This design comes from an exercise in tuning for small area and few clock cycles per item on the open sky130 flow, not from production work. At most, simulation tests tie the RTL to the original design; equivalence was not proved. Power and IR drop assume default switching activity.

## run A
==> flow/design.v (excerpt) <==
module barrier_basket_payoff #(
  parameter int unsigned MAX_ASSETS = bbp_pkg::MaxAssetsDefault,
  parameter int unsigned MAX_STEPS  = bbp_pkg::MaxStepsDefault
) (
  input  wire                                clk_i,
  input  wire                                rst_ni,
  input  wire                                cfg_we_i,
  input  wire  [bbp_pkg::CfgIdxW-1:0]        cfg_idx_i,
  input  wire  [bbp_pkg::CfgW-1:0]           cfg_data_i,
  input  wire                                s_axis_tvalid,
  output logic                               s_axis_tready,
  input  wire  [bbp_pkg::InDataW-1:0]        s_axis_tdata,
  input  wire                                s_axis_tuser,
  input  wire                                s_axis_tlast,
  output logic                               m_axis_tvalid,
  input  wire                                m_axis_tready,
  output logic [bbp_pkg::PriceW-1:0]         m_axis_tdata,
  output logic                               m_axis_tuser
);
Size in the first run: ~4100 cells after synthesis, roughly 1500 flip-flops, ~190 I/O pins, ~56000 sq um of cells after synthesis.
==> flow/config.mk <==
export PLATFORM = sky130hd
export DESIGN_NAME = barrier_basket_payoff
export DESIGN_NICKNAME = barrier_basket_payoff
export VERILOG_FILES = /design/flow/design.v
export SDC_FILE = /design/flow/constraint.sdc
export NUM_CORES = 4
export LEC_CHECK = 0
export CAP_MARGIN = 20
export CORE_MARGIN = 2
export CORE_UTILIZATION = 40
export SLEW_MARGIN = 20
export SYNTH_HIERARCHICAL = 1
export SYNTH_MINIMUM_KEEP_SIZE = 0
==> flow/constraint.sdc <==
create_clock -name core_clock -period 10.0 [get_ports {clk_i}]
set_input_delay 2.0000 -clock core_clock [delete_from_list [all_inputs] [get_ports {clk_i}]]
set_output_delay 2.0000 -clock core_clock [all_outputs]
set_load 0.01 [all_outputs]
run.sh (not shown) runs the stock make flow with config.mk's settings and CLKGATE_MAP_FILE= SYNTH_SCRIPT=/design/flow/synth_recipe.tcl, a recipe that flattens the netlist after the stock synthesis.
Run A completed every stage of the flow, and the final layout passed the timing, DRC and antenna checks.
For run B, these inputs were changed with respect to run A:
# run A
export LEC_CHECK = 0
export CAP_MARGIN = 20
export CORE_MARGIN = 2
export CORE_UTILIZATION = 40
export SLEW_MARGIN = 20
export SYNTH_HIERARCHICAL = 1
export SYNTH_MINIMUM_KEEP_SIZE = 0
create_clock -name core_clock -period 10.0 [get_ports {clk_i}]
# run B
export LEC_CHECK = 0
export CAP_MARGIN = 20
export CORE_MARGIN = 2
export CORE_UTILIZATION = 40
export CTS_BUF_LIST = sky130_fd_sc_hd__clkbuf_4 sky130_fd_sc_hd__clkbuf_8
export SLEW_MARGIN = 20
export SYNTH_HIERARCHICAL = 1
export SYNTH_MINIMUM_KEEP_SIZE = 0
create_clock -name core_clock -period 10.0 [get_ports {clk_i}]
[compare] base=run A new=run B: shortest period the worst path allows lower, global-route track usage on met1 did not really move.
Post-detailed-route DRC marker count: run A vs run B identical
The final non-filler cell area was comparable across run B and run A.
Comparing run B against run A, there is no change at all in number of buffers inserted by post-CTS setup repair.
The fraction of area in registers of run A and that of run B are within noise of each other.
Looking only at total length of routed met3 wires, and setting everything else aside, the higher value of run B and run A goes to run B.
Run B leaves more setup margin than run A.
Total design power came out lower on run B than on run A.
Internal power of the cells improves in run B relative to run A.
Edits applied to the flow inputs when going from run B to run C:
# run B
export LEC_CHECK = 0
export CAP_MARGIN = 20
export CORE_MARGIN = 2
export CORE_UTILIZATION = 40
export CTS_BUF_LIST = sky130_fd_sc_hd__clkbuf_4 sky130_fd_sc_hd__clkbuf_8
export SLEW_MARGIN = 20
export SYNTH_HIERARCHICAL = 1
export SYNTH_MINIMUM_KEEP_SIZE = 0
create_clock -name core_clock -period 10.0 [get_ports {clk_i}]
# run C
export LEC_CHECK = 0
export CAP_MARGIN = 20
export CORE_MARGIN = 2
export CORE_UTILIZATION = 40
export CTS_BUF_LIST = sky130_fd_sc_hd__clkbuf_8 sky130_fd_sc_hd__clkbuf_16
export CTS_CLUSTER_DIAMETER = 100
export CTS_CLUSTER_SIZE = 30
export SLEW_MARGIN = 20
export SYNTH_HIERARCHICAL = 1
export SYNTH_MINIMUM_KEEP_SIZE = 0
create_clock -name core_clock -period 10.0 [get_ports {clk_i}]
## What came out
- Of run C and run B, the run reporting the higher routed wire length was run B.
- Total CTS buffers, run C and run B, higher one = run B.
- Cell count was lower in run C than in run B.
- In run C relative to run B, first-pass GRT wire length had gone down by a few percent.
- Run C vs. run B: detailed-route wire length on metal 1 has remained practically unchanged, internal power component decreased by about 19% relative to the old numbers.
No run of this note included a check of the RTL's function; only the layout flow was run.

* * *

barrier_basket_payoff, a different RTL version from the one above (not shown whole).
Size in the first run: ~190 I/O pins, about 52000 um2 of cells after synthesis.
Settings: LEC_CHECK=0, CAP_MARGIN=20, CORE_MARGIN=2, CORE_UTILIZATION=50, CTS_BUF_LIST=sky130_fd_sc_hd__clkbuf_8 sky130_fd_sc_hd__clkbuf_16, CTS_CLUSTER_DIAMETER=100, CTS_CLUSTER_SIZE=30, SLEW_MARGIN=20, SYNTH_HIERARCHICAL=1, SYNTH_MINIMUM_KEEP_SIZE=0; clock period 10.0 ns.
standard.sh (not shown) runs the stock make flow with config.mk's settings and CLKGATE_MAP_FILE= SYNTH_SCRIPT=/design/flow/synth_recipe.tcl, a recipe that flattens the netlist after the stock synthesis.
==> flow/flow/run.sh <==
#!/bin/bash
# The standard layout (standard.sh) with two changes:
#  - after the standard synthesis, flow/downsize.tcl swaps the combinational
#    cells that synthesis sized up back to their _1 variants (same function
#    and pins); the layout's own repair steps size up what timing needs;
#  - every input and output port is buffered with buf_1 instead of the
#    default clkdlybuf4s50_1 (BUFFER_PORTS_ARGS).
# Each tool's output goes to a log file of its own in this folder.
set -euo pipefail
export BUFFER_PORTS_ARGS="-buffer_cell sky130_fd_sc_hd__buf_1"
R="orfs/results/${FLOW_PLATFORM}/barrier_basket_payoff/base"
bash standard.sh synth > make_synth.log 2>&1
ODB_IN="$R/1_synth.odb" ODB_OUT="$R/1_synth_small.odb" \
  openroad -no_init -exit flow/downsize.tcl > downsize.log 2>&1
mv "$R/1_synth_small.odb" "$R/1_synth.odb"
bash standard.sh > make_finish.log 2>&1
==> flow/flow/downsize.tcl <==
# Swap upsized combinational cells of the synthesized netlist to their _1
# variant (same function and pins); the layout's repair steps size them up
# again where timing needs it.
read_db $::env(ODB_IN)
set db [ord::get_db]
set block [[$db getChip] getBlock]
set n 0
foreach inst [$block getInsts] {
  set m [$inst getMaster]
  set name [$m getName]
  if {[regexp {^sky130_fd_sc_hd__(a22oi|a21oi|o21ai|nand2|nor2|xor2|xnor2|a22o|o22ai|a221oi|a211oi|and2|or2|nand3|nor3|and3|inv|buf|nor4|nand4|o21a|a21o)_([2-9]|1[0-9])$} $name -> base size]} {
    set new [$db findMaster sky130_fd_sc_hd__${base}_1]
    if {$new != "NULL"} {
      $inst swapMaster $new
      incr n
    }
  }
}
puts "downsized $n instances"
write_db $::env(ODB_OUT)
The starting point completed without violations.
Testbench counts at the start, summed over its fixed seeds: cycles 15,480, items 320.
Change:
CORE_UTILIZATION = 40   (was 50)
CTS_BUF_LIST = sky130_fd_sc_hd__clkbuf_8   (was sky130_fd_sc_hd__clkbuf_8 sky130_fd_sc_hd__clkbuf_16)
CTS_CLUSTER_DIAMETER = 70   (was 100)
CTS_CLUSTER_SIZE = 20   (was 30)
- power decreases by 0.32%
- routed wire length rises by 1.3%
- die area went up by 25%
- sequential power is about the same
- clock skew shrinks by 0.0097 ns
- global-route usage shrinks by 5.0 points
- worst hold slack gains 0.012 ns
- area after synthesis does not change
- sequential share of layout area shrinks by 0.45 points
- design area climbs by 0.88%
- count of clock-buffer cells in the layout rises by 36
Change:
CORE_UTILIZATION = 55   (was 40)
CTS_BUF_LIST = sky130_fd_sc_hd__clkbuf_8 sky130_fd_sc_hd__clkbuf_16   (was sky130_fd_sc_hd__clkbuf_8)
CTS_CLUSTER_DIAMETER = 100   (was 70)
CTS_CLUSTER_SIZE = 30   (was 20)
GPL_TIMING_DRIVEN = 0   (was not set)
Result:
- setup slack got worse by 0.41 ns
- cell area rises by 2.3%
- final cell count falls by 7.0%
- die area falls by 27%
- via count rises by 2.0%
- first-iteration DRC count falls by 1.1%
- wire length falls by 0.66%
- total power hardly moves
- clock-buffer cell count falls by 40
- hold slack got worse by 0.018 ns
Change:
CORE_UTILIZATION = 40   (was 55)
GPL_TIMING_DRIVEN = not set   (was 0)
After rerunning: The changed run completed without violations. Non-clock buffer count drops by 112. Routed wire length climbs by 0.34%. Via count drops by 2.0%. Power climbs by 0.94%. Core utilization drops by 18 points. Setup slack is better by 0.43 ns. Global-route usage drops by 8.0 points. Fmax climbs by 4.6%.
Change:
CAP_MARGIN = 0   (was 20)
CORE_UTILIZATION = 50   (was 40)
SLEW_MARGIN = 0   (was 20)
The changed run passed the timing, DRC and antenna checks.
Maximum frequency grows by 0.89%.
Sequential cell count is unchanged.
Routed wire length shrinks by about 0.9%.
Hold slack improved by 0.029 ns.
Combinational power stays flat.
Non-clock buffer count shrinks by 2.
Sequential power stays flat.
Change:
==> flow/run.sh (new file) <==
#!/bin/bash
# synth_recipe.tcl (not shown) runs the flow's synth.tcl, then flattens the netlist and writes it again
# the make line also repeats each setting of config.mk as NAME=value (left out here)
make -C /OpenROAD-flow-scripts/flow DESIGN_CONFIG=/design/flow/config.mk WORK_HOME=/design/flow/orfs CLKGATE_MAP_FILE= SYNTH_SCRIPT=/design/flow/synth_recipe.tcl finish
CAP_MARGIN = 20   (was 0)
CORE_UTILIZATION = 40   (was 50)
SLEW_MARGIN = 20   (was 0)
removed: flow/flow/run.sh
removed: flow/flow/downsize.tcl
removed: flow/standard.sh
=>
- The changed run went through all stages and came out clean
- non-clock buffer count went up by 6
- synthesized area went up by about 2.7%
- utilization went down by 10 points
- setup slack degrades by 0.23 ns
- cell count went up by about 7%
- routed wire length went up by 3.8%
- fmax went down by 2.4%
- power went up by 1.4%

* * *

Setup of before:
barrier_basket_payoff, a different RTL version from the one above (not shown whole).
export LEC_CHECK = 0
export CAP_MARGIN = 20
export CORE_MARGIN = 2
export CORE_UTILIZATION = 40
export CTS_BUF_LIST = sky130_fd_sc_hd__clkbuf_8 sky130_fd_sc_hd__clkbuf_16
export CTS_CLUSTER_DIAMETER = 100
export CTS_CLUSTER_SIZE = 30
export SLEW_MARGIN = 20
export SYNTH_HIERARCHICAL = 1
export SYNTH_MINIMUM_KEEP_SIZE = 0
create_clock -name core_clock -period 10.0 [get_ports {clk_i}]
run.sh (not shown) runs the stock make flow with config.mk's settings and CLKGATE_MAP_FILE= SYNTH_SCRIPT=/design/flow/synth_recipe.tcl, a recipe that flattens the netlist after the stock synthesis.
Stock flow here: none of the scripts above is used.
[flow] before | stages: complete | final checks: fail | reason: negative setup slack
Testbench counts of before, summed over its fixed seeds: cycles 15,480, items 320.
Relative to before, the following input files were edited for after:
==> flow/flow/run.sh (new file) <==
#!/bin/bash
set -euo pipefail
export BUFFER_PORTS_ARGS="-buffer_cell sky130_fd_sc_hd__buf_1"
bash standard.sh > make_finish.log 2>&1
==> flow/standard.sh (new file) <==
#!/bin/bash
# synth_recipe.tcl (not shown) runs the flow's synth.tcl, then flattens the netlist and writes it again
# the make line also repeats each setting of config.mk as NAME=value (left out here)
make -C /OpenROAD-flow-scripts/flow DESIGN_CONFIG=/design/flow/config.mk WORK_HOME=/design/flow/orfs CLKGATE_MAP_FILE= SYNTH_SCRIPT=/design/flow/synth_recipe.tcl "${@:-finish}"
removed: flow/run.sh
--- outcome ---
Ran to the end and failed final checks on negative setup slack: after.
Diff before..after | multi-input gate area in the final layout | negligible
NOTE: post-route cell area in after falls short of that of before
Peak clock frequency supported by timing of before is on par with after.
The setup slack of after is larger than that of before.
Register share of the cell area sits higher in after than in before.
Lower clock-buffer cell count was reported by after, not before.
Looking at synthesis-to-finish area growth, after sits 2.5 points lower than before does.
On power, the lower figure sits with after, not before.

* * *

barrier_basket_payoff, a different RTL version from the one above (not shown whole).
Size: roughly 190 I/O pins, roughly 0.054 mm² of cells after synthesis.
Settings: LEC_CHECK=0, CAP_MARGIN=20, CORE_MARGIN=2, CORE_UTILIZATION=40, CTS_BUF_LIST=sky130_fd_sc_hd__clkbuf_8 sky130_fd_sc_hd__clkbuf_16, CTS_CLUSTER_DIAMETER=100, CTS_CLUSTER_SIZE=30, SLEW_MARGIN=20, SYNTH_HIERARCHICAL=1, SYNTH_MINIMUM_KEEP_SIZE=0; clock period 10.0 ns.
Stock flow here: none of the scripts above is used.
Edit:
==> flow/flow/run.sh (new file) <==
#!/bin/bash
set -euo pipefail
export RECOVER_POWER=100
export BUFFER_PORTS_ARGS="-buffer_cell sky130_fd_sc_hd__buf_1"
bash standard.sh > make_finish.log 2>&1
==> flow/standard.sh (new file) <==
#!/bin/bash
# synth_recipe.tcl (not shown) runs the flow's synth.tcl, then flattens the netlist and writes it again
# the make line also repeats each setting of config.mk as NAME=value (left out here)
make -C /OpenROAD-flow-scripts/flow DESIGN_CONFIG=/design/flow/config.mk WORK_HOME=/design/flow/orfs CLKGATE_MAP_FILE= SYNTH_SCRIPT=/design/flow/synth_recipe.tcl "${@:-finish}"
removed: flow/run.sh
The new run produced a layout that fails on capacitance limit, slew limit.
Clock power stays flat.
Synthesized cell count is unchanged.
Global-route usage came out lower by 0.16 points.
Non-clock buffer count grows by 1.
Total power hardly moves.
Clock skew decreases by 0.017 ns.
No run of this note included a check of the RTL's function; only the layout flow was run.

-- port drivers added, routing unchanged --
The flow's constraints put no driver on any port. The routed layouts listed below were extracted and timed again, unchanged, in two steps. Step 1, drivers: a clkbuf_16 drives clk_i and a buf_2 each remaining input, both assumed. Step 2, shift: input delay + t, output delay - t, t = (earliest + latest rising clock arrival at the registers) / 2. This alone moves slack from input paths to output paths. Slacks: ideal / step 1 / step 2; pairs: ideal / step 1.
| run | shift t [ns] | slack for setup (ns) | worst hold slack (ns) | worst data-port slew with drivers (ns) | cell pins on the clock port's net |
|---|---|---|---|---|---|
| run A | 0.841 | 0.569 / 0.569 / 0.569 | 0.312 / 0.312 / 0.312 | 0.06 | 1 |
| run B | 0.986 | 0.596 / 0.596 / 0.596 | 0.325 / 0.325 / 0.325 | 0.06 | 1 |
| run C | 0.774 | 0.540 / 0.540 / 0.540 | 0.327 / 0.327 / 0.327 | 0.06 | 1 |
| the first run of note 2 | 0.783 | 0.827 / 0.827 / 0.827 | 0.322 / 0.322 / 0.322 | 0.09 | 1 |
| the second run of note 2 | 0.916 | 0.742 / 0.742 / 0.742 | 0.334 / 0.334 / 0.334 | 0.14 | 1 |
| the third run of note 2 | 0.784 | 0.329 / 0.329 / 0.329 | 0.316 / 0.316 / 0.316 | 0.09 | 1 |
| the fourth run of note 2 | 0.786 | 0.756 / 0.756 / 0.756 | 0.295 / 0.295 / 0.295 | 0.15 | 1 |
| the fifth run of note 2 | 0.782 | 0.838 / 0.838 / 0.838 | 0.324 / 0.324 / 0.324 | 0.09 | 1 |
| the sixth run of note 2 | 0.792 | 0.611 / 0.611 / 0.611 | 0.248 / 0.248 / 0.248 | 0.08 | 1 |
| before | 0.791 | -0.333 / -0.333 / -0.333 | 0.325 / 0.325 / 0.325 | 0.08 | 1 |
| after | 0.788 | -0.328 / -0.328 / -0.328 | 0.309 / 0.309 / 0.309 | 0.11 | 1 |
| the first run of note 4 | 0.774 | 0.610 / 0.610 / 0.610 | 0.332 / 0.332 / 0.332 | 0.07 | 1 |
| the second run of note 4 | 0.797 | 0.503 / 0.503 / 0.503 | 0.322 / 0.322 / 0.322 | 0.09 | 1 |
